Context: an optimization exercise on an open-source flow, tuned for small area, a short achievable clock period and few clock cycles per item. The choices shown serve that exercise and are no tape-out recipe. The RTL was checked by simulation tests, not by an equivalence proof against the original design. Power and IR drop assume default switching activity.

==> flow/design.v, too long to show whole: its modules and the start of the top module <==
// module nlc_param_bank: 117 lines
// module nlc_seq_fsm: 30 lines
// module nlc_step_counter: 19 lines
// module nlc_mac_pipe: 1644 lines
// module nlc_operand_store: 59 lines
// module nlc_top: 114 lines
module nlc_top (
	input  wire                                          clk,
	input  wire                                          reset,
	input  wire                                          wb_cyc_i,
	input  wire                                          wb_stb_i,
	input  wire                                          wb_we_i,
	input  wire [nlc_pkg::ADR_W-1:0]                     wb_adr_i,
	input  wire [nlc_pkg::WORD_W-1:0]                    wb_dat_i,
	output wire [nlc_pkg::WORD_W-1:0]                    wb_dat_o,
	output wire                                          wb_ack_o,
	input  wire                                          start_i,
	input  wire [nlc_pkg::NUM_CH*nlc_pkg::ADC_W-1:0]     x_adc_i,
	output wire                                          busy_o,
	output wire                                          done_o,
	output wire [nlc_pkg::NUM_CH*nlc_pkg::ADC_W-1:0]     x_lin_o
);
  // ...
==> flow/run.sh <==
#!/bin/bash
# synth_recipe.tcl (not shown) runs the flow's synth.tcl, then flattens the netlist and writes it again
# the make line also repeats each setting of config.mk as NAME=value (left out here)
make -C /OpenROAD-flow-scripts/flow DESIGN_CONFIG=/design/flow/config.mk WORK_HOME=/design/flow/orfs CLKGATE_MAP_FILE= SYNTH_SCRIPT=/design/flow/synth_recipe.tcl finish
==> flow/config.mk <==
export PLATFORM = sky130hd
export DESIGN_NAME = nlc_top
export DESIGN_NICKNAME = nlc_top
export VERILOG_FILES = /design/flow/design.v
export SDC_FILE = /design/flow/constraint.sdc
export NUM_CORES = 8
export LEC_CHECK = 0
export CAP_MARGIN = 20
export CORE_MARGIN = 2
export CORE_UTILIZATION = 55
export PLACE_DENSITY = 0.65
export SETUP_SLACK_MARGIN = 5
export SLEW_MARGIN = 20
==> flow/constraint.sdc <==
create_clock -name core_clock -period 10.0 [get_ports {clk}]
set_input_delay 2.0000 -clock core_clock [delete_from_list [all_inputs] [get_ports {clk}]]
set_output_delay 2.0000 -clock core_clock [all_outputs]
set_load 0.01 [all_outputs]
==> results_dict.tcl, run 1 <==
set metrics [dict create \
    drt_pass1_iterations 9 \
    numSequentialCells 6740 \
    placementRows 305 \
    comb-power_mw 37.6 \
    final.setup_skew_ns 0.0653 \
    synth_top_area_cell "edfxtp_1" \
    seqCellArea_um2 178000 \
    buffer_area_share_pct 3.16 \
    pre_cts_ws_ns 3.68 \
    syn_area_per_cell_um2 12.1 \
    rr_startpoint "g_unit[0].operand_store_i.m0_q[39]" \
    report.final.slew_viol_count 16 \
    gp_congestion 0.961 \
    cp-end-kind "flip-flop" \
    drive_above_1_share_pct 8.95 \
    grt_usage_pct 36.3 \
    finalCriticalPeriod_ns 5.08 \
    largest-register "param_bank_i.g_ring.ring_q" \
    wl_per_cell_um 31.7 \
    cap_violations 1 \
    static-leakage-power_nw 162 \
    multi_input_area_share_pct 42.6 \
    dp_hpwl_um 837000 \
    multi_input_area_um2 178000 \
    fin_tns_setup_ns 0 \
    antenna_found_initial 229 \
    seq_power_mw 50.8 \
    drc 0 \
    synthAdderAreaFrac_pct 18.8 \
    cts_setup_buffers 0 \
    drt-met1-wl_um 484000 \
    finalNonFillerCells 40900 \
    grt_util_met1_pct 49.4 \
    worst-path-buf-inv 3 \
    gr-max-usage-layer "met2" \
    so_faults "max-capacitance violations, max-slew violations" \
    mostFrequentLayoutCells "edfxtp_1 (4,264), a22oi_1 (3,521), inv_1 (3,498)" \
    outcome "failed layout checks" \
    antenna_cells 328 \
    sh_seq_area_pct 42.6 \
    layout_commonest_cell "edfxtp_1" \
    initial_core_util_pct 55.2 \
    inv_count 3518 \
]
Testbench counts, summed over its fixed seeds: cycles 2,704, conversions 192.
==> module nlc_top, before the edit <==
module nlc_top (
	input  wire                                          clk,
	input  wire                                          reset,
	input  wire                                          wb_cyc_i,
	input  wire                                          wb_stb_i,
	input  wire                                          wb_we_i,
	input  wire [nlc_pkg::ADR_W-1:0]                     wb_adr_i,
	input  wire [nlc_pkg::WORD_W-1:0]                    wb_dat_i,
	output wire [nlc_pkg::WORD_W-1:0]                    wb_dat_o,
	output wire                                          wb_ack_o,
	input  wire                                          start_i,
	input  wire [nlc_pkg::NUM_CH*nlc_pkg::ADC_W-1:0]     x_adc_i,
	output wire                                          busy_o,
	output wire                                          done_o,
	output wire [nlc_pkg::NUM_CH*nlc_pkg::ADC_W-1:0]     x_lin_o
);
	logic                   en;
	logic [PH_W-1:0]        ph;
	logic [PH_W-1:0]        ph_nx;
	logic                   accept;
	logic                   waiting;
	logic                   first;
	logic                   run;
	logic [NUM_UNIT*32-1:0] tap;
	logic [NUM_CH*32-1:0]   c5;
	logic [NUM_CH*16-1:0]   x_q;
	logic [NUM_CH*16-1:0]   x_cur;
	logic                   ld_sb, ld_c5a, ld_c5b, ld_m1, cap;
	nlc_step_counter step_counter_i (
		.clk     (clk),
		.en_i    (en),
		.ph_o    (ph),
		.ph_nx_o (ph_nx)
	);
	nlc_seq_fsm seq_fsm_i (
		.clk      (clk),
		.reset    (reset),
		.start_i  (start_i),
		.ph_i     (ph),
		.accept_o (accept),
		.wait_o   (waiting),
		.first_o  (first),
		.run_o    (run),
		.busy_o   (busy_o),
		.done_o   (done_o)
	);
	nlc_param_bank param_bank_i (
		.clk      (clk),
		.reset    (reset),
		.wb_cyc_i (wb_cyc_i),
		.wb_stb_i (wb_stb_i),
		.wb_we_i  (wb_we_i),
		.wb_adr_i (wb_adr_i),
		.wb_dat_i (wb_dat_i),
		.wb_dat_o (wb_dat_o),
		.wb_ack_o (wb_ack_o),
		.busy_i   (busy_o),
		.turn_i   (waiting || run),
		.ph_i     (ph),
		.ph_nx_i  (ph_nx),
		.en_o     (en),
		.tap_o    (tap),
		.c5_o     (c5)
	);
	always_comb begin
		for (int ch = 0; ch < NUM_CH; ch++) begin
			x_cur[ch*16 +: 16] = accept ? x_adc_i[ch*ADC_W +: 16] : x_q[ch*16 +: 16];
		end
	end
	always_ff @(posedge clk) begin
		x_q <= x_cur;
	end
	assign ld_sb  = run && (ph == PH_W'(1));
	assign ld_c5a = run && (ph == PH_W'(2));
	assign ld_c5b = run && (ph == PH_W'(3));
	assign ld_m1  = run && (ph >= PH_W'(4)) && (ph <= PH_W'(11));
	assign cap    = run && ((ph == PH_W'(3)) || (ph == PH_W'(4)));
	for (genvar u = 0; u < NUM_UNIT; u++) begin : g_unit
		logic [15:0] one, two, neg;
		logic [31:0] r;
		logic [20:0] ya_q;
		nlc_operand_store operand_store_i (
			.clk      (clk),
			.ld_sa_i  (first),
			.ld_sb_i  (ld_sb),
			.ld_c5a_i (ld_c5a),
			.ld_c5b_i (ld_c5b),
			.ld_m1_i  (ld_m1),
			.cap_i    (cap),
			.xa_i     (x_cur[(2*u)*16 +: 16]),
			.xb_i     (x_q[(2*u+1)*16 +: 16]),
			.c5a_i    (c5[(2*u)*32 +: 32]),
			.c5b_i    (c5[(2*u+1)*32 +: 32]),
			.r_i      (r),
			.one_o    (one),
			.two_o    (two),
			.neg_o    (neg)
		);
		nlc_mac_pipe mac_pipe_i (
			.clk (clk),
			.a   (r),
			.one (one),
			.two (two),
			.neg (neg),
			.c   (tap[u*32 +: 32]),
			.r   (r)
		);
		always_ff @(posedge clk) begin
			ya_q <= {{5{r[31]}}, r[31:16]};   
		end
		assign x_lin_o[(2*u)*ADC_W +: ADC_W]   = ya_q;
		assign x_lin_o[(2*u+1)*ADC_W +: ADC_W] = {{5{r[31]}}, r[31:16]};
	end
endmodule
==> run 2: changes to the inputs <==
--- a/flow/design.v
+++ b/flow/design.v
@@ -183,22 +183,25 @@
 	always_ff @(posedge clk) begin
 		ph_o <= ph_nx_o;
 	end
 endmodule
 `default_nettype wire
 `default_nettype none
 module nlc_mac_pipe (
 	input  wire        clk,
-	input  wire [31:0] a,
+	input  wire [31:0] a,    
+	input  wire [31:0] an,   
 	input  wire [15:0] one,
 	input  wire [15:0] two,
 	input  wire [15:0] neg,
 	input  wire [31:0] c,
-	output logic [31:0] r
+	output logic [31:0] r,
+	output logic [31:0] rn,   
+	output wire [31:0] rs     
 );
 	logic [139:0] cs_q;
 	logic [139:0] cs_d;
 	wire pp0_0, pp0_1, pp0_2, pp0_3, pp0_4, pp0_5, pp0_6, pp0_7, pp0_8, pp0_9, pp0_10, pp0_11, pp0_12, pp0_13, pp0_14, pp0_15;
 	wire pp0_16, pp0_17, pp0_18, pp0_19, pp0_20, pp0_21, pp0_22, pp0_23, pp0_24, pp0_25, pp0_26, pp0_27, pp0_28, pp0_29, pp0_30, pp0_31;
 	wire pp0_32, pp1_0, pp1_1, pp1_2, pp1_3, pp1_4, pp1_5, pp1_6, pp1_7, pp1_8, pp1_9, pp1_10, pp1_11, pp1_12, pp1_13, pp1_14;
 	wire pp1_15, pp1_16, pp1_17, pp1_18, pp1_19, pp1_20, pp1_21, pp1_22, pp1_23, pp1_24, pp1_25, pp1_26, pp1_27, pp1_28, pp1_29, pp1_30;
 	wire pp1_31, pp1_32, pp2_0, pp2_1, pp2_2, pp2_3, pp2_4, pp2_5, pp2_6, pp2_7, pp2_8, pp2_9, pp2_10, pp2_11, pp2_12, pp2_13;
@@ -543,216 +546,216 @@
 	assign pp7_25 = ((one[7] & a[25]) | (two[7] & a[24])) ^ neg[7];
 	assign pp7_26 = ((one[7] & a[26]) | (two[7] & a[25])) ^ neg[7];
 	assign pp7_27 = ((one[7] & a[27]) | (two[7] & a[26])) ^ neg[7];
 	assign pp7_28 = ((one[7] & a[28]) | (two[7] & a[27])) ^ neg[7];
 	assign pp7_29 = ((one[7] & a[29]) | (two[7] & a[28])) ^ neg[7];
 	assign pp7_30 = ((one[7] & a[30]) | (two[7] & a[29])) ^ neg[7];
 	assign pp7_31 = ((one[7] & a[31]) | (two[7] & a[30])) ^ neg[7];
 	assign pp7_32 = ~(((one[7] & a[31]) | (two[7] & a[31])) ^ neg[7]);
-	assign pp8_0 = ((one[8] & a[0]) | (two[8] & 1'b0)) ^ neg[8];
-	assign pp8_1 = ((one[8] & a[1]) | (two[8] & a[0])) ^ neg[8];
-	assign pp8_2 = ((one[8] & a[2]) | (two[8] & a[1])) ^ neg[8];
-	assign pp8_3 = ((one[8] & a[3]) | (two[8] & a[2])) ^ neg[8];
-	assign pp8_4 = ((one[8] & a[4]) | (two[8] & a[3])) ^ neg[8];
-	assign pp8_5 = ((one[8] & a[5]) | (two[8] & a[4])) ^ neg[8];
-	assign pp8_6 = ((one[8] & a[6]) | (two[8] & a[5])) ^ neg[8];
-	assign pp8_7 = ((one[8] & a[7]) | (two[8] & a[6])) ^ neg[8];
-	assign pp8_8 = ((one[8] & a[8]) | (two[8] & a[7])) ^ neg[8];
-	assign pp8_9 = ((one[8] & a[9]) | (two[8] & a[8])) ^ neg[8];
-	assign pp8_10 = ((one[8] & a[10]) | (two[8] & a[9])) ^ neg[8];
-	assign pp8_11 = ((one[8] & a[11]) | (two[8] & a[10])) ^ neg[8];
-	assign pp8_12 = ((one[8] & a[12]) | (two[8] & a[11])) ^ neg[8];
-	assign pp8_13 = ((one[8] & a[13]) | (two[8] & a[12])) ^ neg[8];
-	assign pp8_14 = ((one[8] & a[14]) | (two[8] & a[13])) ^ neg[8];
-	assign pp8_15 = ((one[8] & a[15]) | (two[8] & a[14])) ^ neg[8];
-	assign pp8_16 = ((one[8] & a[16]) | (two[8] & a[15])) ^ neg[8];
-	assign pp8_17 = ((one[8] & a[17]) | (two[8] & a[16])) ^ neg[8];
-	assign pp8_18 = ((one[8] & a[18]) | (two[8] & a[17])) ^ neg[8];
-	assign pp8_19 = ((one[8] & a[19]) | (two[8] & a[18])) ^ neg[8];
-	assign pp8_20 = ((one[8] & a[20]) | (two[8] & a[19])) ^ neg[8];
-	assign pp8_21 = ((one[8] & a[21]) | (two[8] & a[20])) ^ neg[8];
-	assign pp8_22 = ((one[8] & a[22]) | (two[8] & a[21])) ^ neg[8];
-	assign pp8_23 = ((one[8] & a[23]) | (two[8] & a[22])) ^ neg[8];
-	assign pp8_24 = ((one[8] & a[24]) | (two[8] & a[23])) ^ neg[8];
-	assign pp8_25 = ((one[8] & a[25]) | (two[8] & a[24])) ^ neg[8];
-	assign pp8_26 = ((one[8] & a[26]) | (two[8] & a[25])) ^ neg[8];
-	assign pp8_27 = ((one[8] & a[27]) | (two[8] & a[26])) ^ neg[8];
-	assign pp8_28 = ((one[8] & a[28]) | (two[8] & a[27])) ^ neg[8];
-	assign pp8_29 = ((one[8] & a[29]) | (two[8] & a[28])) ^ neg[8];
-	assign pp8_30 = ((one[8] & a[30]) | (two[8] & a[29])) ^ neg[8];
-	assign pp8_31 = ((one[8] & a[31]) | (two[8] & a[30])) ^ neg[8];
-	assign pp9_0 = ((one[9] & a[0]) | (two[9] & 1'b0)) ^ neg[9];
-	assign pp9_1 = ((one[9] & a[1]) | (two[9] & a[0])) ^ neg[9];
-	assign pp9_2 = ((one[9] & a[2]) | (two[9] & a[1])) ^ neg[9];
-	assign pp9_3 = ((one[9] & a[3]) | (two[9] & a[2])) ^ neg[9];
-	assign pp9_4 = ((one[9] & a[4]) | (two[9] & a[3])) ^ neg[9];
-	assign pp9_5 = ((one[9] & a[5]) | (two[9] & a[4])) ^ neg[9];
-	assign pp9_6 = ((one[9] & a[6]) | (two[9] & a[5])) ^ neg[9];
-	assign pp9_7 = ((one[9] & a[7]) | (two[9] & a[6])) ^ neg[9];
-	assign pp9_8 = ((one[9] & a[8]) | (two[9] & a[7])) ^ neg[9];
-	assign pp9_9 = ((one[9] & a[9]) | (two[9] & a[8])) ^ neg[9];
-	assign pp9_10 = ((one[9] & a[10]) | (two[9] & a[9])) ^ neg[9];
-	assign pp9_11 = ((one[9] & a[11]) | (two[9] & a[10])) ^ neg[9];
-	assign pp9_12 = ((one[9] & a[12]) | (two[9] & a[11])) ^ neg[9];
-	assign pp9_13 = ((one[9] & a[13]) | (two[9] & a[12])) ^ neg[9];
-	assign pp9_14 = ((one[9] & a[14]) | (two[9] & a[13])) ^ neg[9];
-	assign pp9_15 = ((one[9] & a[15]) | (two[9] & a[14])) ^ neg[9];
-	assign pp9_16 = ((one[9] & a[16]) | (two[9] & a[15])) ^ neg[9];
-	assign pp9_17 = ((one[9] & a[17]) | (two[9] & a[16])) ^ neg[9];
-	assign pp9_18 = ((one[9] & a[18]) | (two[9] & a[17])) ^ neg[9];
-	assign pp9_19 = ((one[9] & a[19]) | (two[9] & a[18])) ^ neg[9];
-	assign pp9_20 = ((one[9] & a[20]) | (two[9] & a[19])) ^ neg[9];
-	assign pp9_21 = ((one[9] & a[21]) | (two[9] & a[20])) ^ neg[9];
-	assign pp9_22 = ((one[9] & a[22]) | (two[9] & a[21])) ^ neg[9];
-	assign pp9_23 = ((one[9] & a[23]) | (two[9] & a[22])) ^ neg[9];
-	assign pp9_24 = ((one[9] & a[24]) | (two[9] & a[23])) ^ neg[9];
-	assign pp9_25 = ((one[9] & a[25]) | (two[9] & a[24])) ^ neg[9];
-	assign pp9_26 = ((one[9] & a[26]) | (two[9] & a[25])) ^ neg[9];
-	assign pp9_27 = ((one[9] & a[27]) | (two[9] & a[26])) ^ neg[9];
-	assign pp9_28 = ((one[9] & a[28]) | (two[9] & a[27])) ^ neg[9];
-	assign pp9_29 = ((one[9] & a[29]) | (two[9] & a[28])) ^ neg[9];
-	assign pp10_0 = ((one[10] & a[0]) | (two[10] & 1'b0)) ^ neg[10];
-	assign pp10_1 = ((one[10] & a[1]) | (two[10] & a[0])) ^ neg[10];
-	assign pp10_2 = ((one[10] & a[2]) | (two[10] & a[1])) ^ neg[10];
-	assign pp10_3 = ((one[10] & a[3]) | (two[10] & a[2])) ^ neg[10];
-	assign pp10_4 = ((one[10] & a[4]) | (two[10] & a[3])) ^ neg[10];
-	assign pp10_5 = ((one[10] & a[5]) | (two[10] & a[4])) ^ neg[10];
-	assign pp10_6 = ((one[10] & a[6]) | (two[10] & a[5])) ^ neg[10];
-	assign pp10_7 = ((one[10] & a[7]) | (two[10] & a[6])) ^ neg[10];
-	assign pp10_8 = ((one[10] & a[8]) | (two[10] & a[7])) ^ neg[10];
-	assign pp10_9 = ((one[10] & a[9]) | (two[10] & a[8])) ^ neg[10];
-	assign pp10_10 = ((one[10] & a[10]) | (two[10] & a[9])) ^ neg[10];
-	assign pp10_11 = ((one[10] & a[11]) | (two[10] & a[10])) ^ neg[10];
-	assign pp10_12 = ((one[10] & a[12]) | (two[10] & a[11])) ^ neg[10];
-	assign pp10_13 = ((one[10] & a[13]) | (two[10] & a[12])) ^ neg[10];
-	assign pp10_14 = ((one[10] & a[14]) | (two[10] & a[13])) ^ neg[10];
-	assign pp10_15 = ((one[10] & a[15]) | (two[10] & a[14])) ^ neg[10];
-	assign pp10_16 = ((one[10] & a[16]) | (two[10] & a[15])) ^ neg[10];
-	assign pp10_17 = ((one[10] & a[17]) | (two[10] & a[16])) ^ neg[10];
-	assign pp10_18 = ((one[10] & a[18]) | (two[10] & a[17])) ^ neg[10];
-	assign pp10_19 = ((one[10] & a[19]) | (two[10] & a[18])) ^ neg[10];
-	assign pp10_20 = ((one[10] & a[20]) | (two[10] & a[19])) ^ neg[10];
-	assign pp10_21 = ((one[10] & a[21]) | (two[10] & a[20])) ^ neg[10];
-	assign pp10_22 = ((one[10] & a[22]) | (two[10] & a[21])) ^ neg[10];
-	assign pp10_23 = ((one[10] & a[23]) | (two[10] & a[22])) ^ neg[10];
-	assign pp10_24 = ((one[10] & a[24]) | (two[10] & a[23])) ^ neg[10];
-	assign pp10_25 = ((one[10] & a[25]) | (two[10] & a[24])) ^ neg[10];
-	assign pp10_26 = ((one[10] & a[26]) | (two[10] & a[25])) ^ neg[10];
-	assign pp10_27 = ((one[10] & a[27]) | (two[10] & a[26])) ^ neg[10];
-	assign pp11_0 = ((one[11] & a[0]) | (two[11] & 1'b0)) ^ neg[11];
-	assign pp11_1 = ((one[11] & a[1]) | (two[11] & a[0])) ^ neg[11];
-	assign pp11_2 = ((one[11] & a[2]) | (two[11] & a[1])) ^ neg[11];
-	assign pp11_3 = ((one[11] & a[3]) | (two[11] & a[2])) ^ neg[11];
-	assign pp11_4 = ((one[11] & a[4]) | (two[11] & a[3])) ^ neg[11];
-	assign pp11_5 = ((one[11] & a[5]) | (two[11] & a[4])) ^ neg[11];
-	assign pp11_6 = ((one[11] & a[6]) | (two[11] & a[5])) ^ neg[11];
-	assign pp11_7 = ((one[11] & a[7]) | (two[11] & a[6])) ^ neg[11];
-	assign pp11_8 = ((one[11] & a[8]) | (two[11] & a[7])) ^ neg[11];
-	assign pp11_9 = ((one[11] & a[9]) | (two[11] & a[8])) ^ neg[11];
-	assign pp11_10 = ((one[11] & a[10]) | (two[11] & a[9])) ^ neg[11];
-	assign pp11_11 = ((one[11] & a[11]) | (two[11] & a[10])) ^ neg[11];
-	assign pp11_12 = ((one[11] & a[12]) | (two[11] & a[11])) ^ neg[11];
-	assign pp11_13 = ((one[11] & a[13]) | (two[11] & a[12])) ^ neg[11];
-	assign pp11_14 = ((one[11] & a[14]) | (two[11] & a[13])) ^ neg[11];
-	assign pp11_15 = ((one[11] & a[15]) | (two[11] & a[14])) ^ neg[11];
-	assign pp11_16 = ((one[11] & a[16]) | (two[11] & a[15])) ^ neg[11];
-	assign pp11_17 = ((one[11] & a[17]) | (two[11] & a[16])) ^ neg[11];
-	assign pp11_18 = ((one[11] & a[18]) | (two[11] & a[17])) ^ neg[11];
-	assign pp11_19 = ((one[11] & a[19]) | (two[11] & a[18])) ^ neg[11];
-	assign pp11_20 = ((one[11] & a[20]) | (two[11] & a[19])) ^ neg[11];
-	assign pp11_21 = ((one[11] & a[21]) | (two[11] & a[20])) ^ neg[11];
-	assign pp11_22 = ((one[11] & a[22]) | (two[11] & a[21])) ^ neg[11];
-	assign pp11_23 = ((one[11] & a[23]) | (two[11] & a[22])) ^ neg[11];
-	assign pp11_24 = ((one[11] & a[24]) | (two[11] & a[23])) ^ neg[11];
-	assign pp11_25 = ((one[11] & a[25]) | (two[11] & a[24])) ^ neg[11];
-	assign pp12_0 = ((one[12] & a[0]) | (two[12] & 1'b0)) ^ neg[12];
-	assign pp12_1 = ((one[12] & a[1]) | (two[12] & a[0])) ^ neg[12];
-	assign pp12_2 = ((one[12] & a[2]) | (two[12] & a[1])) ^ neg[12];
-	assign pp12_3 = ((one[12] & a[3]) | (two[12] & a[2])) ^ neg[12];
-	assign pp12_4 = ((one[12] & a[4]) | (two[12] & a[3])) ^ neg[12];
-	assign pp12_5 = ((one[12] & a[5]) | (two[12] & a[4])) ^ neg[12];
-	assign pp12_6 = ((one[12] & a[6]) | (two[12] & a[5])) ^ neg[12];
-	assign pp12_7 = ((one[12] & a[7]) | (two[12] & a[6])) ^ neg[12];
-	assign pp12_8 = ((one[12] & a[8]) | (two[12] & a[7])) ^ neg[12];
-	assign pp12_9 = ((one[12] & a[9]) | (two[12] & a[8])) ^ neg[12];
-	assign pp12_10 = ((one[12] & a[10]) | (two[12] & a[9])) ^ neg[12];
-	assign pp12_11 = ((one[12] & a[11]) | (two[12] & a[10])) ^ neg[12];
-	assign pp12_12 = ((one[12] & a[12]) | (two[12] & a[11])) ^ neg[12];
-	assign pp12_13 = ((one[12] & a[13]) | (two[12] & a[12])) ^ neg[12];
-	assign pp12_14 = ((one[12] & a[14]) | (two[12] & a[13])) ^ neg[12];
-	assign pp12_15 = ((one[12] & a[15]) | (two[12] & a[14])) ^ neg[12];
-	assign pp12_16 = ((one[12] & a[16]) | (two[12] & a[15])) ^ neg[12];
-	assign pp12_17 = ((one[12] & a[17]) | (two[12] & a[16])) ^ neg[12];
-	assign pp12_18 = ((one[12] & a[18]) | (two[12] & a[17])) ^ neg[12];
-	assign pp12_19 = ((one[12] & a[19]) | (two[12] & a[18])) ^ neg[12];
-	assign pp12_20 = ((one[12] & a[20]) | (two[12] & a[19])) ^ neg[12];
-	assign pp12_21 = ((one[12] & a[21]) | (two[12] & a[20])) ^ neg[12];
-	assign pp12_22 = ((one[12] & a[22]) | (two[12] & a[21])) ^ neg[12];
-	assign pp12_23 = ((one[12] & a[23]) | (two[12] & a[22])) ^ neg[12];
-	assign pp13_0 = ((one[13] & a[0]) | (two[13] & 1'b0)) ^ neg[13];
-	assign pp13_1 = ((one[13] & a[1]) | (two[13] & a[0])) ^ neg[13];
-	assign pp13_2 = ((one[13] & a[2]) | (two[13] & a[1])) ^ neg[13];
-	assign pp13_3 = ((one[13] & a[3]) | (two[13] & a[2])) ^ neg[13];
-	assign pp13_4 = ((one[13] & a[4]) | (two[13] & a[3])) ^ neg[13];
-	assign pp13_5 = ((one[13] & a[5]) | (two[13] & a[4])) ^ neg[13];
-	assign pp13_6 = ((one[13] & a[6]) | (two[13] & a[5])) ^ neg[13];
-	assign pp13_7 = ((one[13] & a[7]) | (two[13] & a[6])) ^ neg[13];
-	assign pp13_8 = ((one[13] & a[8]) | (two[13] & a[7])) ^ neg[13];
-	assign pp13_9 = ((one[13] & a[9]) | (two[13] & a[8])) ^ neg[13];
-	assign pp13_10 = ((one[13] & a[10]) | (two[13] & a[9])) ^ neg[13];
-	assign pp13_11 = ((one[13] & a[11]) | (two[13] & a[10])) ^ neg[13];
-	assign pp13_12 = ((one[13] & a[12]) | (two[13] & a[11])) ^ neg[13];
-	assign pp13_13 = ((one[13] & a[13]) | (two[13] & a[12])) ^ neg[13];
-	assign pp13_14 = ((one[13] & a[14]) | (two[13] & a[13])) ^ neg[13];
-	assign pp13_15 = ((one[13] & a[15]) | (two[13] & a[14])) ^ neg[13];
-	assign pp13_16 = ((one[13] & a[16]) | (two[13] & a[15])) ^ neg[13];
-	assign pp13_17 = ((one[13] & a[17]) | (two[13] & a[16])) ^ neg[13];
-	assign pp13_18 = ((one[13] & a[18]) | (two[13] & a[17])) ^ neg[13];
-	assign pp13_19 = ((one[13] & a[19]) | (two[13] & a[18])) ^ neg[13];
-	assign pp13_20 = ((one[13] & a[20]) | (two[13] & a[19])) ^ neg[13];
-	assign pp13_21 = ((one[13] & a[21]) | (two[13] & a[20])) ^ neg[13];
-	assign pp14_0 = ((one[14] & a[0]) | (two[14] & 1'b0)) ^ neg[14];
-	assign pp14_1 = ((one[14] & a[1]) | (two[14] & a[0])) ^ neg[14];
-	assign pp14_2 = ((one[14] & a[2]) | (two[14] & a[1])) ^ neg[14];
-	assign pp14_3 = ((one[14] & a[3]) | (two[14] & a[2])) ^ neg[14];
-	assign pp14_4 = ((one[14] & a[4]) | (two[14] & a[3])) ^ neg[14];
-	assign pp14_5 = ((one[14] & a[5]) | (two[14] & a[4])) ^ neg[14];
-	assign pp14_6 = ((one[14] & a[6]) | (two[14] & a[5])) ^ neg[14];
-	assign pp14_7 = ((one[14] & a[7]) | (two[14] & a[6])) ^ neg[14];
-	assign pp14_8 = ((one[14] & a[8]) | (two[14] & a[7])) ^ neg[14];
-	assign pp14_9 = ((one[14] & a[9]) | (two[14] & a[8])) ^ neg[14];
-	assign pp14_10 = ((one[14] & a[10]) | (two[14] & a[9])) ^ neg[14];
-	assign pp14_11 = ((one[14] & a[11]) | (two[14] & a[10])) ^ neg[14];
-	assign pp14_12 = ((one[14] & a[12]) | (two[14] & a[11])) ^ neg[14];
-	assign pp14_13 = ((one[14] & a[13]) | (two[14] & a[12])) ^ neg[14];
-	assign pp14_14 = ((one[14] & a[14]) | (two[14] & a[13])) ^ neg[14];
-	assign pp14_15 = ((one[14] & a[15]) | (two[14] & a[14])) ^ neg[14];
-	assign pp14_16 = ((one[14] & a[16]) | (two[14] & a[15])) ^ neg[14];
-	assign pp14_17 = ((one[14] & a[17]) | (two[14] & a[16])) ^ neg[14];
-	assign pp14_18 = ((one[14] & a[18]) | (two[14] & a[17])) ^ neg[14];
-	assign pp14_19 = ((one[14] & a[19]) | (two[14] & a[18])) ^ neg[14];
-	assign pp15_0 = ((one[15] & a[0]) | (two[15] & 1'b0)) ^ neg[15];
-	assign pp15_1 = ((one[15] & a[1]) | (two[15] & a[0])) ^ neg[15];
-	assign pp15_2 = ((one[15] & a[2]) | (two[15] & a[1])) ^ neg[15];
-	assign pp15_3 = ((one[15] & a[3]) | (two[15] & a[2])) ^ neg[15];
-	assign pp15_4 = ((one[15] & a[4]) | (two[15] & a[3])) ^ neg[15];
-	assign pp15_5 = ((one[15] & a[5]) | (two[15] & a[4])) ^ neg[15];
-	assign pp15_6 = ((one[15] & a[6]) | (two[15] & a[5])) ^ neg[15];
-	assign pp15_7 = ((one[15] & a[7]) | (two[15] & a[6])) ^ neg[15];
-	assign pp15_8 = ((one[15] & a[8]) | (two[15] & a[7])) ^ neg[15];
-	assign pp15_9 = ((one[15] & a[9]) | (two[15] & a[8])) ^ neg[15];
-	assign pp15_10 = ((one[15] & a[10]) | (two[15] & a[9])) ^ neg[15];
-	assign pp15_11 = ((one[15] & a[11]) | (two[15] & a[10])) ^ neg[15];
-	assign pp15_12 = ((one[15] & a[12]) | (two[15] & a[11])) ^ neg[15];
-	assign pp15_13 = ((one[15] & a[13]) | (two[15] & a[12])) ^ neg[15];
-	assign pp15_14 = ((one[15] & a[14]) | (two[15] & a[13])) ^ neg[15];
-	assign pp15_15 = ((one[15] & a[15]) | (two[15] & a[14])) ^ neg[15];
-	assign pp15_16 = ((one[15] & a[16]) | (two[15] & a[15])) ^ neg[15];
-	assign pp15_17 = ((one[15] & a[17]) | (two[15] & a[16])) ^ neg[15];
+	assign pp8_0 = ((one[8] & ~an[0]) | (two[8] & 1'b0)) ^ neg[8];
+	assign pp8_1 = ((one[8] & ~an[1]) | (two[8] & ~an[0])) ^ neg[8];
+	assign pp8_2 = ((one[8] & ~an[2]) | (two[8] & ~an[1])) ^ neg[8];
+	assign pp8_3 = ((one[8] & ~an[3]) | (two[8] & ~an[2])) ^ neg[8];
+	assign pp8_4 = ((one[8] & ~an[4]) | (two[8] & ~an[3])) ^ neg[8];
+	assign pp8_5 = ((one[8] & ~an[5]) | (two[8] & ~an[4])) ^ neg[8];
+	assign pp8_6 = ((one[8] & ~an[6]) | (two[8] & ~an[5])) ^ neg[8];
+	assign pp8_7 = ((one[8] & ~an[7]) | (two[8] & ~an[6])) ^ neg[8];
+	assign pp8_8 = ((one[8] & ~an[8]) | (two[8] & ~an[7])) ^ neg[8];
+	assign pp8_9 = ((one[8] & ~an[9]) | (two[8] & ~an[8])) ^ neg[8];
+	assign pp8_10 = ((one[8] & ~an[10]) | (two[8] & ~an[9])) ^ neg[8];
+	assign pp8_11 = ((one[8] & ~an[11]) | (two[8] & ~an[10])) ^ neg[8];
+	assign pp8_12 = ((one[8] & ~an[12]) | (two[8] & ~an[11])) ^ neg[8];
+	assign pp8_13 = ((one[8] & ~an[13]) | (two[8] & ~an[12])) ^ neg[8];
+	assign pp8_14 = ((one[8] & ~an[14]) | (two[8] & ~an[13])) ^ neg[8];
+	assign pp8_15 = ((one[8] & ~an[15]) | (two[8] & ~an[14])) ^ neg[8];
+	assign pp8_16 = ((one[8] & ~an[16]) | (two[8] & ~an[15])) ^ neg[8];
+	assign pp8_17 = ((one[8] & ~an[17]) | (two[8] & ~an[16])) ^ neg[8];
+	assign pp8_18 = ((one[8] & ~an[18]) | (two[8] & ~an[17])) ^ neg[8];
+	assign pp8_19 = ((one[8] & ~an[19]) | (two[8] & ~an[18])) ^ neg[8];
+	assign pp8_20 = ((one[8] & ~an[20]) | (two[8] & ~an[19])) ^ neg[8];
+	assign pp8_21 = ((one[8] & ~an[21]) | (two[8] & ~an[20])) ^ neg[8];
+	assign pp8_22 = ((one[8] & ~an[22]) | (two[8] & ~an[21])) ^ neg[8];
+	assign pp8_23 = ((one[8] & ~an[23]) | (two[8] & ~an[22])) ^ neg[8];
+	assign pp8_24 = ((one[8] & ~an[24]) | (two[8] & ~an[23])) ^ neg[8];
+	assign pp8_25 = ((one[8] & ~an[25]) | (two[8] & ~an[24])) ^ neg[8];
+	assign pp8_26 = ((one[8] & ~an[26]) | (two[8] & ~an[25])) ^ neg[8];
+	assign pp8_27 = ((one[8] & ~an[27]) | (two[8] & ~an[26])) ^ neg[8];
+	assign pp8_28 = ((one[8] & ~an[28]) | (two[8] & ~an[27])) ^ neg[8];
+	assign pp8_29 = ((one[8] & ~an[29]) | (two[8] & ~an[28])) ^ neg[8];
+	assign pp8_30 = ((one[8] & ~an[30]) | (two[8] & ~an[29])) ^ neg[8];
+	assign pp8_31 = ((one[8] & ~an[31]) | (two[8] & ~an[30])) ^ neg[8];
+	assign pp9_0 = ((one[9] & ~an[0]) | (two[9] & 1'b0)) ^ neg[9];
+	assign pp9_1 = ((one[9] & ~an[1]) | (two[9] & ~an[0])) ^ neg[9];
+	assign pp9_2 = ((one[9] & ~an[2]) | (two[9] & ~an[1])) ^ neg[9];
+	assign pp9_3 = ((one[9] & ~an[3]) | (two[9] & ~an[2])) ^ neg[9];
+	assign pp9_4 = ((one[9] & ~an[4]) | (two[9] & ~an[3])) ^ neg[9];
+	assign pp9_5 = ((one[9] & ~an[5]) | (two[9] & ~an[4])) ^ neg[9];
+	assign pp9_6 = ((one[9] & ~an[6]) | (two[9] & ~an[5])) ^ neg[9];
+	assign pp9_7 = ((one[9] & ~an[7]) | (two[9] & ~an[6])) ^ neg[9];
+	assign pp9_8 = ((one[9] & ~an[8]) | (two[9] & ~an[7])) ^ neg[9];
+	assign pp9_9 = ((one[9] & ~an[9]) | (two[9] & ~an[8])) ^ neg[9];
+	assign pp9_10 = ((one[9] & ~an[10]) | (two[9] & ~an[9])) ^ neg[9];
+	assign pp9_11 = ((one[9] & ~an[11]) | (two[9] & ~an[10])) ^ neg[9];
+	assign pp9_12 = ((one[9] & ~an[12]) | (two[9] & ~an[11])) ^ neg[9];
+	assign pp9_13 = ((one[9] & ~an[13]) | (two[9] & ~an[12])) ^ neg[9];
+	assign pp9_14 = ((one[9] & ~an[14]) | (two[9] & ~an[13])) ^ neg[9];
+	assign pp9_15 = ((one[9] & ~an[15]) | (two[9] & ~an[14])) ^ neg[9];
+	assign pp9_16 = ((one[9] & ~an[16]) | (two[9] & ~an[15])) ^ neg[9];
+	assign pp9_17 = ((one[9] & ~an[17]) | (two[9] & ~an[16])) ^ neg[9];
+	assign pp9_18 = ((one[9] & ~an[18]) | (two[9] & ~an[17])) ^ neg[9];
+	assign pp9_19 = ((one[9] & ~an[19]) | (two[9] & ~an[18])) ^ neg[9];
+	assign pp9_20 = ((one[9] & ~an[20]) | (two[9] & ~an[19])) ^ neg[9];
+	assign pp9_21 = ((one[9] & ~an[21]) | (two[9] & ~an[20])) ^ neg[9];
+	assign pp9_22 = ((one[9] & ~an[22]) | (two[9] & ~an[21])) ^ neg[9];
+	assign pp9_23 = ((one[9] & ~an[23]) | (two[9] & ~an[22])) ^ neg[9];
+	assign pp9_24 = ((one[9] & ~an[24]) | (two[9] & ~an[23])) ^ neg[9];
+	assign pp9_25 = ((one[9] & ~an[25]) | (two[9] & ~an[24])) ^ neg[9];
+	assign pp9_26 = ((one[9] & ~an[26]) | (two[9] & ~an[25])) ^ neg[9];
+	assign pp9_27 = ((one[9] & ~an[27]) | (two[9] & ~an[26])) ^ neg[9];
+	assign pp9_28 = ((one[9] & ~an[28]) | (two[9] & ~an[27])) ^ neg[9];
+	assign pp9_29 = ((one[9] & ~an[29]) | (two[9] & ~an[28])) ^ neg[9];
+	assign pp10_0 = ((one[10] & ~an[0]) | (two[10] & 1'b0)) ^ neg[10];
+	assign pp10_1 = ((one[10] & ~an[1]) | (two[10] & ~an[0])) ^ neg[10];
+	assign pp10_2 = ((one[10] & ~an[2]) | (two[10] & ~an[1])) ^ neg[10];
+	assign pp10_3 = ((one[10] & ~an[3]) | (two[10] & ~an[2])) ^ neg[10];
+	assign pp10_4 = ((one[10] & ~an[4]) | (two[10] & ~an[3])) ^ neg[10];
+	assign pp10_5 = ((one[10] & ~an[5]) | (two[10] & ~an[4])) ^ neg[10];
+	assign pp10_6 = ((one[10] & ~an[6]) | (two[10] & ~an[5])) ^ neg[10];
+	assign pp10_7 = ((one[10] & ~an[7]) | (two[10] & ~an[6])) ^ neg[10];
+	assign pp10_8 = ((one[10] & ~an[8]) | (two[10] & ~an[7])) ^ neg[10];
+	assign pp10_9 = ((one[10] & ~an[9]) | (two[10] & ~an[8])) ^ neg[10];
+	assign pp10_10 = ((one[10] & ~an[10]) | (two[10] & ~an[9])) ^ neg[10];
+	assign pp10_11 = ((one[10] & ~an[11]) | (two[10] & ~an[10])) ^ neg[10];
+	assign pp10_12 = ((one[10] & ~an[12]) | (two[10] & ~an[11])) ^ neg[10];
+	assign pp10_13 = ((one[10] & ~an[13]) | (two[10] & ~an[12])) ^ neg[10];
+	assign pp10_14 = ((one[10] & ~an[14]) | (two[10] & ~an[13])) ^ neg[10];
+	assign pp10_15 = ((one[10] & ~an[15]) | (two[10] & ~an[14])) ^ neg[10];
+	assign pp10_16 = ((one[10] & ~an[16]) | (two[10] & ~an[15])) ^ neg[10];
+	assign pp10_17 = ((one[10] & ~an[17]) | (two[10] & ~an[16])) ^ neg[10];
+	assign pp10_18 = ((one[10] & ~an[18]) | (two[10] & ~an[17])) ^ neg[10];
+	assign pp10_19 = ((one[10] & ~an[19]) | (two[10] & ~an[18])) ^ neg[10];
+	assign pp10_20 = ((one[10] & ~an[20]) | (two[10] & ~an[19])) ^ neg[10];
+	assign pp10_21 = ((one[10] & ~an[21]) | (two[10] & ~an[20])) ^ neg[10];
+	assign pp10_22 = ((one[10] & ~an[22]) | (two[10] & ~an[21])) ^ neg[10];
+	assign pp10_23 = ((one[10] & ~an[23]) | (two[10] & ~an[22])) ^ neg[10];
+	assign pp10_24 = ((one[10] & ~an[24]) | (two[10] & ~an[23])) ^ neg[10];
+	assign pp10_25 = ((one[10] & ~an[25]) | (two[10] & ~an[24])) ^ neg[10];
+	assign pp10_26 = ((one[10] & ~an[26]) | (two[10] & ~an[25])) ^ neg[10];
+	assign pp10_27 = ((one[10] & ~an[27]) | (two[10] & ~an[26])) ^ neg[10];
+	assign pp11_0 = ((one[11] & ~an[0]) | (two[11] & 1'b0)) ^ neg[11];
+	assign pp11_1 = ((one[11] & ~an[1]) | (two[11] & ~an[0])) ^ neg[11];
+	assign pp11_2 = ((one[11] & ~an[2]) | (two[11] & ~an[1])) ^ neg[11];
+	assign pp11_3 = ((one[11] & ~an[3]) | (two[11] & ~an[2])) ^ neg[11];
+	assign pp11_4 = ((one[11] & ~an[4]) | (two[11] & ~an[3])) ^ neg[11];
+	assign pp11_5 = ((one[11] & ~an[5]) | (two[11] & ~an[4])) ^ neg[11];
+	assign pp11_6 = ((one[11] & ~an[6]) | (two[11] & ~an[5])) ^ neg[11];
+	assign pp11_7 = ((one[11] & ~an[7]) | (two[11] & ~an[6])) ^ neg[11];
+	assign pp11_8 = ((one[11] & ~an[8]) | (two[11] & ~an[7])) ^ neg[11];
+	assign pp11_9 = ((one[11] & ~an[9]) | (two[11] & ~an[8])) ^ neg[11];
+	assign pp11_10 = ((one[11] & ~an[10]) | (two[11] & ~an[9])) ^ neg[11];
+	assign pp11_11 = ((one[11] & ~an[11]) | (two[11] & ~an[10])) ^ neg[11];
+	assign pp11_12 = ((one[11] & ~an[12]) | (two[11] & ~an[11])) ^ neg[11];
+	assign pp11_13 = ((one[11] & ~an[13]) | (two[11] & ~an[12])) ^ neg[11];
+	assign pp11_14 = ((one[11] & ~an[14]) | (two[11] & ~an[13])) ^ neg[11];
+	assign pp11_15 = ((one[11] & ~an[15]) | (two[11] & ~an[14])) ^ neg[11];
+	assign pp11_16 = ((one[11] & ~an[16]) | (two[11] & ~an[15])) ^ neg[11];
+	assign pp11_17 = ((one[11] & ~an[17]) | (two[11] & ~an[16])) ^ neg[11];
+	assign pp11_18 = ((one[11] & ~an[18]) | (two[11] & ~an[17])) ^ neg[11];
+	assign pp11_19 = ((one[11] & ~an[19]) | (two[11] & ~an[18])) ^ neg[11];
+	assign pp11_20 = ((one[11] & ~an[20]) | (two[11] & ~an[19])) ^ neg[11];
+	assign pp11_21 = ((one[11] & ~an[21]) | (two[11] & ~an[20])) ^ neg[11];
+	assign pp11_22 = ((one[11] & ~an[22]) | (two[11] & ~an[21])) ^ neg[11];
+	assign pp11_23 = ((one[11] & ~an[23]) | (two[11] & ~an[22])) ^ neg[11];
+	assign pp11_24 = ((one[11] & ~an[24]) | (two[11] & ~an[23])) ^ neg[11];
+	assign pp11_25 = ((one[11] & ~an[25]) | (two[11] & ~an[24])) ^ neg[11];
+	assign pp12_0 = ((one[12] & ~an[0]) | (two[12] & 1'b0)) ^ neg[12];
+	assign pp12_1 = ((one[12] & ~an[1]) | (two[12] & ~an[0])) ^ neg[12];
+	assign pp12_2 = ((one[12] & ~an[2]) | (two[12] & ~an[1])) ^ neg[12];
+	assign pp12_3 = ((one[12] & ~an[3]) | (two[12] & ~an[2])) ^ neg[12];
+	assign pp12_4 = ((one[12] & ~an[4]) | (two[12] & ~an[3])) ^ neg[12];
+	assign pp12_5 = ((one[12] & ~an[5]) | (two[12] & ~an[4])) ^ neg[12];
+	assign pp12_6 = ((one[12] & ~an[6]) | (two[12] & ~an[5])) ^ neg[12];
+	assign pp12_7 = ((one[12] & ~an[7]) | (two[12] & ~an[6])) ^ neg[12];
+	assign pp12_8 = ((one[12] & ~an[8]) | (two[12] & ~an[7])) ^ neg[12];
+	assign pp12_9 = ((one[12] & ~an[9]) | (two[12] & ~an[8])) ^ neg[12];
+	assign pp12_10 = ((one[12] & ~an[10]) | (two[12] & ~an[9])) ^ neg[12];
+	assign pp12_11 = ((one[12] & ~an[11]) | (two[12] & ~an[10])) ^ neg[12];
+	assign pp12_12 = ((one[12] & ~an[12]) | (two[12] & ~an[11])) ^ neg[12];
+	assign pp12_13 = ((one[12] & ~an[13]) | (two[12] & ~an[12])) ^ neg[12];
+	assign pp12_14 = ((one[12] & ~an[14]) | (two[12] & ~an[13])) ^ neg[12];
+	assign pp12_15 = ((one[12] & ~an[15]) | (two[12] & ~an[14])) ^ neg[12];
+	assign pp12_16 = ((one[12] & ~an[16]) | (two[12] & ~an[15])) ^ neg[12];
+	assign pp12_17 = ((one[12] & ~an[17]) | (two[12] & ~an[16])) ^ neg[12];
+	assign pp12_18 = ((one[12] & ~an[18]) | (two[12] & ~an[17])) ^ neg[12];
+	assign pp12_19 = ((one[12] & ~an[19]) | (two[12] & ~an[18])) ^ neg[12];
+	assign pp12_20 = ((one[12] & ~an[20]) | (two[12] & ~an[19])) ^ neg[12];
+	assign pp12_21 = ((one[12] & ~an[21]) | (two[12] & ~an[20])) ^ neg[12];
+	assign pp12_22 = ((one[12] & ~an[22]) | (two[12] & ~an[21])) ^ neg[12];
+	assign pp12_23 = ((one[12] & ~an[23]) | (two[12] & ~an[22])) ^ neg[12];
+	assign pp13_0 = ((one[13] & ~an[0]) | (two[13] & 1'b0)) ^ neg[13];
+	assign pp13_1 = ((one[13] & ~an[1]) | (two[13] & ~an[0])) ^ neg[13];
+	assign pp13_2 = ((one[13] & ~an[2]) | (two[13] & ~an[1])) ^ neg[13];
+	assign pp13_3 = ((one[13] & ~an[3]) | (two[13] & ~an[2])) ^ neg[13];
+	assign pp13_4 = ((one[13] & ~an[4]) | (two[13] & ~an[3])) ^ neg[13];
+	assign pp13_5 = ((one[13] & ~an[5]) | (two[13] & ~an[4])) ^ neg[13];
+	assign pp13_6 = ((one[13] & ~an[6]) | (two[13] & ~an[5])) ^ neg[13];
+	assign pp13_7 = ((one[13] & ~an[7]) | (two[13] & ~an[6])) ^ neg[13];
+	assign pp13_8 = ((one[13] & ~an[8]) | (two[13] & ~an[7])) ^ neg[13];
+	assign pp13_9 = ((one[13] & ~an[9]) | (two[13] & ~an[8])) ^ neg[13];
+	assign pp13_10 = ((one[13] & ~an[10]) | (two[13] & ~an[9])) ^ neg[13];
+	assign pp13_11 = ((one[13] & ~an[11]) | (two[13] & ~an[10])) ^ neg[13];
+	assign pp13_12 = ((one[13] & ~an[12]) | (two[13] & ~an[11])) ^ neg[13];
+	assign pp13_13 = ((one[13] & ~an[13]) | (two[13] & ~an[12])) ^ neg[13];
+	assign pp13_14 = ((one[13] & ~an[14]) | (two[13] & ~an[13])) ^ neg[13];
+	assign pp13_15 = ((one[13] & ~an[15]) | (two[13] & ~an[14])) ^ neg[13];
+	assign pp13_16 = ((one[13] & ~an[16]) | (two[13] & ~an[15])) ^ neg[13];
+	assign pp13_17 = ((one[13] & ~an[17]) | (two[13] & ~an[16])) ^ neg[13];
+	assign pp13_18 = ((one[13] & ~an[18]) | (two[13] & ~an[17])) ^ neg[13];
+	assign pp13_19 = ((one[13] & ~an[19]) | (two[13] & ~an[18])) ^ neg[13];
+	assign pp13_20 = ((one[13] & ~an[20]) | (two[13] & ~an[19])) ^ neg[13];
+	assign pp13_21 = ((one[13] & ~an[21]) | (two[13] & ~an[20])) ^ neg[13];
+	assign pp14_0 = ((one[14] & ~an[0]) | (two[14] & 1'b0)) ^ neg[14];
+	assign pp14_1 = ((one[14] & ~an[1]) | (two[14] & ~an[0])) ^ neg[14];
+	assign pp14_2 = ((one[14] & ~an[2]) | (two[14] & ~an[1])) ^ neg[14];
+	assign pp14_3 = ((one[14] & ~an[3]) | (two[14] & ~an[2])) ^ neg[14];
+	assign pp14_4 = ((one[14] & ~an[4]) | (two[14] & ~an[3])) ^ neg[14];
+	assign pp14_5 = ((one[14] & ~an[5]) | (two[14] & ~an[4])) ^ neg[14];
+	assign pp14_6 = ((one[14] & ~an[6]) | (two[14] & ~an[5])) ^ neg[14];
+	assign pp14_7 = ((one[14] & ~an[7]) | (two[14] & ~an[6])) ^ neg[14];
+	assign pp14_8 = ((one[14] & ~an[8]) | (two[14] & ~an[7])) ^ neg[14];
+	assign pp14_9 = ((one[14] & ~an[9]) | (two[14] & ~an[8])) ^ neg[14];
+	assign pp14_10 = ((one[14] & ~an[10]) | (two[14] & ~an[9])) ^ neg[14];
+	assign pp14_11 = ((one[14] & ~an[11]) | (two[14] & ~an[10])) ^ neg[14];
+	assign pp14_12 = ((one[14] & ~an[12]) | (two[14] & ~an[11])) ^ neg[14];
+	assign pp14_13 = ((one[14] & ~an[13]) | (two[14] & ~an[12])) ^ neg[14];
+	assign pp14_14 = ((one[14] & ~an[14]) | (two[14] & ~an[13])) ^ neg[14];
+	assign pp14_15 = ((one[14] & ~an[15]) | (two[14] & ~an[14])) ^ neg[14];
+	assign pp14_16 = ((one[14] & ~an[16]) | (two[14] & ~an[15])) ^ neg[14];
+	assign pp14_17 = ((one[14] & ~an[17]) | (two[14] & ~an[16])) ^ neg[14];
+	assign pp14_18 = ((one[14] & ~an[18]) | (two[14] & ~an[17])) ^ neg[14];
+	assign pp14_19 = ((one[14] & ~an[19]) | (two[14] & ~an[18])) ^ neg[14];
+	assign pp15_0 = ((one[15] & ~an[0]) | (two[15] & 1'b0)) ^ neg[15];
+	assign pp15_1 = ((one[15] & ~an[1]) | (two[15] & ~an[0])) ^ neg[15];
+	assign pp15_2 = ((one[15] & ~an[2]) | (two[15] & ~an[1])) ^ neg[15];
+	assign pp15_3 = ((one[15] & ~an[3]) | (two[15] & ~an[2])) ^ neg[15];
+	assign pp15_4 = ((one[15] & ~an[4]) | (two[15] & ~an[3])) ^ neg[15];
+	assign pp15_5 = ((one[15] & ~an[5]) | (two[15] & ~an[4])) ^ neg[15];
+	assign pp15_6 = ((one[15] & ~an[6]) | (two[15] & ~an[5])) ^ neg[15];
+	assign pp15_7 = ((one[15] & ~an[7]) | (two[15] & ~an[6])) ^ neg[15];
+	assign pp15_8 = ((one[15] & ~an[8]) | (two[15] & ~an[7])) ^ neg[15];
+	assign pp15_9 = ((one[15] & ~an[9]) | (two[15] & ~an[8])) ^ neg[15];
+	assign pp15_10 = ((one[15] & ~an[10]) | (two[15] & ~an[9])) ^ neg[15];
+	assign pp15_11 = ((one[15] & ~an[11]) | (two[15] & ~an[10])) ^ neg[15];
+	assign pp15_12 = ((one[15] & ~an[12]) | (two[15] & ~an[11])) ^ neg[15];
+	assign pp15_13 = ((one[15] & ~an[13]) | (two[15] & ~an[12])) ^ neg[15];
+	assign pp15_14 = ((one[15] & ~an[14]) | (two[15] & ~an[13])) ^ neg[15];
+	assign pp15_15 = ((one[15] & ~an[15]) | (two[15] & ~an[14])) ^ neg[15];
+	assign pp15_16 = ((one[15] & ~an[16]) | (two[15] & ~an[15])) ^ neg[15];
+	assign pp15_17 = ((one[15] & ~an[17]) | (two[15] & ~an[16])) ^ neg[15];
 	assign s1_1 = pp0_22 ^ pp1_20;
 	assign s1_2 = pp0_22 & pp1_20;
 	assign s1_3 = pp0_23 ^ pp1_21;
 	assign s1_4 = pp0_23 & pp1_21;
 	assign s1_5 = pp0_24 ^ pp1_22 ^ pp2_20;
 	assign s1_6 = (pp0_24 & pp1_22) | (pp0_24 & pp2_20) | (pp1_22 & pp2_20);
 	assign s1_7 = pp3_18 ^ pp4_16;
 	assign s1_8 = pp3_18 & pp4_16;
@@ -1821,18 +1824,20 @@
 	assign kg5[47:16] = kg4[47:16] | (kp4[47:16] & kg4[31:0]);
 	assign kp5[47:16] = kp4[47:16] & kp4[31:0];
 	wire [47:0] kg6, kp6;
 	assign kg6[31:0] = kg5[31:0];
 	assign kp6[31:0] = kp5[31:0];
 	assign kg6[47:32] = kg5[47:32] | (kp5[47:32] & kg5[15:0]);
 	assign kp6[47:32] = kp5[47:32] & kp5[15:0];
 	assign sum = {kp0[47:16] ^ kg6[46:15], 16'b0};
+	assign rs = sum[47:16];
 	always_ff @(posedge clk) begin
-		r <= sum[47:16];
+		r  <= sum[47:16];
+		rn <= ~sum[47:16];
 	end
 endmodule
 `default_nettype wire
 `default_nettype none
 import nlc_pkg::*;
 module nlc_operand_store (
 	input  wire         clk,
 	input  wire         ld_sa_i,     
@@ -1917,17 +1922,17 @@
 	logic                   accept;
 	logic                   waiting;
 	logic                   first;
 	logic                   run;
 	logic [NUM_UNIT*32-1:0] tap;
 	logic [NUM_CH*32-1:0]   c5;
 	logic [NUM_CH*16-1:0]   x_q;
 	logic [NUM_CH*16-1:0]   x_cur;
-	logic                   ld_sb, ld_c5a, ld_c5b, ld_m1, cap;
+	logic                   ld_sb, ld_c5a, ld_c5b, ld_m1, cap, last;
 	nlc_step_counter step_counter_i (
 		.clk     (clk),
 		.en_i    (en),
 		.ph_o    (ph),
 		.ph_nx_o (ph_nx)
 	);
 	nlc_seq_fsm seq_fsm_i (
 		.clk      (clk),
@@ -1967,20 +1972,24 @@
 	always_ff @(posedge clk) begin
 		x_q <= x_cur;
 	end
 	assign ld_sb  = run && (ph == PH_W'(1));
 	assign ld_c5a = run && (ph == PH_W'(2));
 	assign ld_c5b = run && (ph == PH_W'(3));
 	assign ld_m1  = run && (ph >= PH_W'(4)) && (ph <= PH_W'(11));
 	assign cap    = run && ((ph == PH_W'(3)) || (ph == PH_W'(4)));
+	assign last   = run && (ph == PH_W'(RING_LEN - 1));
 	for (genvar u = 0; u < NUM_UNIT; u++) begin : g_unit
 		logic [15:0] one, two, neg;
 		logic [31:0] r;
+		logic [31:0] rn;
+		logic [31:0] rs;
 		logic [20:0] ya_q;
+		logic [20:0] yb_q;
 		nlc_operand_store operand_store_i (
 			.clk      (clk),
 			.ld_sa_i  (first),
 			.ld_sb_i  (ld_sb),
 			.ld_c5a_i (ld_c5a),
 			.ld_c5b_i (ld_c5b),
 			.ld_m1_i  (ld_m1),
 			.cap_i    (cap),
@@ -1991,22 +2000,26 @@
 			.r_i      (r),
 			.one_o    (one),
 			.two_o    (two),
 			.neg_o    (neg)
 		);
 		nlc_mac_pipe mac_pipe_i (
 			.clk (clk),
 			.a   (r),
+			.an  (rn),
 			.one (one),
 			.two (two),
 			.neg (neg),
 			.c   (tap[u*32 +: 32]),
-			.r   (r)
+			.r   (r),
+			.rn  (rn),
+			.rs  (rs)
 		);
 		always_ff @(posedge clk) begin
-			ya_q <= {{5{r[31]}}, r[31:16]};   
+			ya_q <= {{5{r[31]}}, r[31:16]};
+			yb_q <= last ? {{5{rs[31]}}, rs[31:16]} : '0;
 		end
 		assign x_lin_o[(2*u)*ADC_W +: ADC_W]   = ya_q;
-		assign x_lin_o[(2*u+1)*ADC_W +: ADC_W] = {{5{r[31]}}, r[31:16]};
+		assign x_lin_o[(2*u+1)*ADC_W +: ADC_W] = yb_q;
 	end
 endmodule
 `default_nettype wire
==> flow/flow/run.sh (new file) <==
#!/bin/bash
set -euo pipefail
SETUP_MARGIN=6.3
bash standard.sh SETUP_SLACK_MARGIN=$SETUP_MARGIN finish > standard_make.log 2>&1
==> flow/standard.sh (new file) <==
#!/bin/bash
# synth_recipe.tcl (not shown) runs the flow's synth.tcl, then flattens the netlist and writes it again
# the make line also repeats each setting of config.mk as NAME=value (left out here)
make -C /OpenROAD-flow-scripts/flow DESIGN_CONFIG=/design/flow/config.mk WORK_HOME=/design/flow/orfs CLKGATE_MAP_FILE= SYNTH_SCRIPT=/design/flow/synth_recipe.tcl "${@:-finish}"
==> flow/config.mk (replaced) <==
export PLATFORM = sky130hd
export DESIGN_NAME = nlc_top
export DESIGN_NICKNAME = nlc_top
export VERILOG_FILES = /design/flow/design.v
export SDC_FILE = /design/flow/constraint.sdc
export NUM_CORES = 8
export LEC_CHECK = 0
export CAP_MARGIN = 30
export CORE_MARGIN = 2
export CORE_UTILIZATION = 45
export CTS_CLUSTER_DIAMETER = 100
export CTS_CLUSTER_SIZE = 24
export PLACE_DENSITY = 0.55
export SLEW_MARGIN = 30
removed: flow/run.sh
==> run 2 against run 1 <==
  * The run now finishes clean
  * Combinational power increased by 34%
  * Final cell count increased by 9.5%
  * Clock skew increased by 0.029 ns
  * Core utilization decreased by 8.6 points
  * Global-route usage decreased by 4.2 points
  * Clock power decreased by about 30%
  * Count of clock-buffer cells in the layout decreased by 339
  * Largest cell class is now flip-flops and latches
==> results_dict.tcl, run 2 <==
set metrics [dict create \
    cts_hold_buffers 0 \
    grt_pass1_vias 260000 \
    final.setup_skew_ns 0.0947 \
    period_share_pct 39.1 \
    yosysSeqAreaShare_pct 47.7 \
    slowest_stage "dfxtp_4" \
    rsz0062_at_grt "true" \
    grt-ovfl-total 0 \
    fp.dieH_um 933 \
    crit_family "flip-flops" \
    rr_worst_depth 16 \
    drive_above_1_share_pct 15.7 \
    internal_power_mw 72.7 \
    finalPower_mw 125 \
    synth_top_flop_cell "edfxtp_1" \
    worstSetupPathDepth 3 \
    clk_path_buf_depth 4 \
    hp-class "flip-flop to flip-flop" \
    mostFrequentLayoutCells "edfxtp_1 (4,264), inv_1 (3,565), fa_1 (2,931)" \
    worstMarginPinSlew_ns 1.20 \
    synth.top_cells.by_count "edfxtp_1 (4,264), inv_1 (3,707), fa_1 (3,136)" \
    drt_pass1_iterations 9 \
    static-leakage-power_nw 177 \
    syn_nets 36700 \
    largest-register "param_bank_i.g_ring.ring_q" \
    power_density_nw_per_um2 279 \
    port_buffers 671 \
    syn_area_per_cell_um2 12.0 \
    fillers 73700 \
    report.final.slew_viol_count 0 \
    cp.arrival_ns 1.91 \
    p_sw_share_pct 41.8 \
    regToRegSetupSlack_ns 6.09 \
    synthArstFlopShare_pct 0 \
    root_buffer "clkbuf_16" \
    seqCellArea_um2 187000 \
    io_pins 752 \
    core_area_um2 861000 \
    largestRegisters "param_bank_i.g_ring.ring_q x3584, g_unit.mac_pipe_i.cs_q x1120, param_bank_i.c5_q x512" \
    synth_area_um2 388000 \
    placementRows 341 \
    p_sw_mw 52.1 \
    layout_commonest_cell "edfxtp_1" \
    cp-end-kind "output port" \
    fmaxAchievable_ghz 0.256 \
    area_growth_syn_to_layout_pct 15.2 \
    max_stage_delay_ns 0.39 \
    fin_hold_ws_ns 0.355 \
    synth_top_area_cell "edfxtp_1" \
    cp-start-kind "flip-flop" \
    dieArea_um2 871000 \
    synth_most_common_cell "edfxtp_1" \
    wl_um 1500000 \
    drc 0 \
    cts_tree "built" \
    initial_core_util_pct 45.1 \
    outcome "complete, no violations" \
    wl_per_cell_um 33.4 \
    clkSinkCount 7124 \
    insertion_delay_ns 1.18 \
    largest_reg_flops 3584 \
    cap_violations 0 \
    final-setup-viol-count 0 \
    worstPathRequired_ns 8.00 \
    syn_inst 32500 \
    yosysWarnings 6 \
    clk_pin_slew_worst_paths_ns 0.09 \
    ys_ff_latch 7124 \
    finalCriticalPeriod_ns 3.91 \
    multi_input_area_um2 186000 \
    p_clk_share_pct 14.8 \
    cts.htree.levels 5 \
    vdd_ir_drop_max_v 0.000455 \
    nNetsFinal 36900 \
    worst_path_most_repeated_cell "buf_6" \
    synth_cell_types 90 \
    pwr-share-comb_pct 40.2 \
    yosys-top-cells-area "edfxtp_1 (33%), fa_1 (16%), dfxtp_1 (15%)" \
    synth_top_area_share_pct 33.0 \
    slew_headroom_pct 20.2 \
    grt_pass1_wl_um 1990000 \
    grt_max_degree 210 \
    finalNonFillerCells 44800 \
    finalHoldViolCount 0 \
    path_cells "buf_6 > buf_12 > buf_6" \
    gp_congestion 0.927 \
    postRouteAntennaNets 0 \
    worst-path-buf-inv 3 \
    numCtsBuffers 383 \
    sequentialPowerShare_pct 45.0 \
    whs_path_depth 0 \
    num_vias 271000 \
    die_x_um 933 \
    synth_edf_count 4264 \
    worst-setup-path-type "flip-flop to output port" \
    dp_hpwl_um 948000 \
    dp.cells 42700 \
    vias_per_cell 6.05 \
    antenna_found_initial 222 \
    initialDrtViolationCount 38400 \
    fin_tns_setup_ns 0 \
    grt_usage_pct 32.0 \
    worst-path-max-fanout 4 \
]
[run 2: worst reg2reg max path, delay by kind of cell (launching register included)]
kind	cells	cell delay [ns]
flops	1	0.33
fa+ha+maj	2	0.79
buf+inv	4	0.31
compound gates	7	1.76
simple gates	3	0.58
[run 2: timing repair]
item / 4_1_cts / 5_1_grt
pin swaps: 177 / 585
buffers inserted: 308 / 490
cloned: 87 / 177
gates resized for setup: 3606 / 1841
setup endpoints to repair: 3988 / 2309
[run 2: worst paths after layout]
check                                                   from            endpoint
worst max-delay path                      g_unit[7].yb_q[15]        x_lin_o[331]
worst min register to register    g_unit[0].mac_pipe_i.r[22]   g_unit[0].ya_q[6]
worst max register to register  g_unit[1].mac_pipe_i.cs_q[8]  g_unit[1].yb_q[15]
worst min-delay path              g_unit[0].mac_pipe_i.r[22]   g_unit[0].ya_q[6]
[run 2: cell families after synthesis]
| kind of cell | Yosys count | share of synthesized area, % |
|---|---|---|
| compound gates | 6146 | 10.5 |
| xor+xnor | 4555 | 10.3 |
| fa+ha+maj | 3820 | 18.4 |
| buf+inv | 6469 | 6.34 |
| flops | 7124 | 47.7 |
| mux | 843 | 3.04 |
| simple gates | 3511 | 3.77 |
[run 2: final cells by class]
| cell class | count | share of cell area (%) |
|---|---|---|
| timing repair buffer | 2520 | 7.27 |
| inverter | 3783 | 3.25 |
| multi-input combinational | 18900 | 41.5 |
| sequential | 7124 | 41.8 |
| clock buffer | 562 | 2.32 |
| tap | 11500 | 3.21 |
| clock inverter | 135 | 0.466 |
| antenna | 281 | 0.157 |
| timing repair inverter | 9 | 0.0117 |
[run 2: metal layers]
layer | global-route usage, % | vias up | share of wire [%]
met1 | 43.9 | 138000 | 38
met2 | 46.8 | 18300 | 42
met3 | 9.52 | 3936 | 13
li1 | - | 111000 | -
met4 | 15.4 | 66 | 6.2
met5 | 0.0436 | - | 0.041
[run 2: stage by stage]
stage	setup slack (ns)	utilization, %	instance area [µm²]
final	6.09	52.0	448000
after global routing	6.02	51.9	447000
after CTS	5.98	50.0	431000
after detailed placement	3.44	47.2	406000
after global placement	3.25	47.1	406000
after floorplan	-45.83	-	389000
[run 2: power groups by stage]
stage / clock network, mW / registers [mW] / logic [mW]
global placement: 0 / 55.7 / 40.6
CTS: 18.8 / 55.5 / 45.2
global route: 19.8 / 56.7 / 53.7
floorplan: 0 / 51.4 / 27.2
detailed placement: 0 / 55.9 / 41.1
finish: 18.5 / 56.1 / 50.2
Testbench counts of run 2, summed over its fixed seeds: cycles 2,704, conversions 192.

what the ideal ports hide:
No port has a modelled driver above. Below, the same layouts with a new extraction and two added sets of constraints. Step 1 sets driving cells, clkbuf_16 on the clock port and buf_2 on the other inputs (assumed; they add their load-dependent delay and slew). Step 2 moves the port delays by t, midway between the first and last clock arrival at a register: inputs arrive t later, outputs are due t later. That takes back most of the time a late clock gives input paths. Slacks: no drivers / after step 1 / after step 2; pairs: no drivers / after step 1.
run | t (ns) | slack for setup (ns) | latest minus earliest clock arrival (ns)
run 1 | 1.275 | 4.917 / 4.835 / 3.748 | 0.071 / 0.071
run 2 | 1.284 | 6.088 / 5.934 / 5.123 | 0.109 / 0.109
For run 1, which loses most, drivers alone change the setup slack by -0.082 ns; drivers and shift together by -1.169 ns.
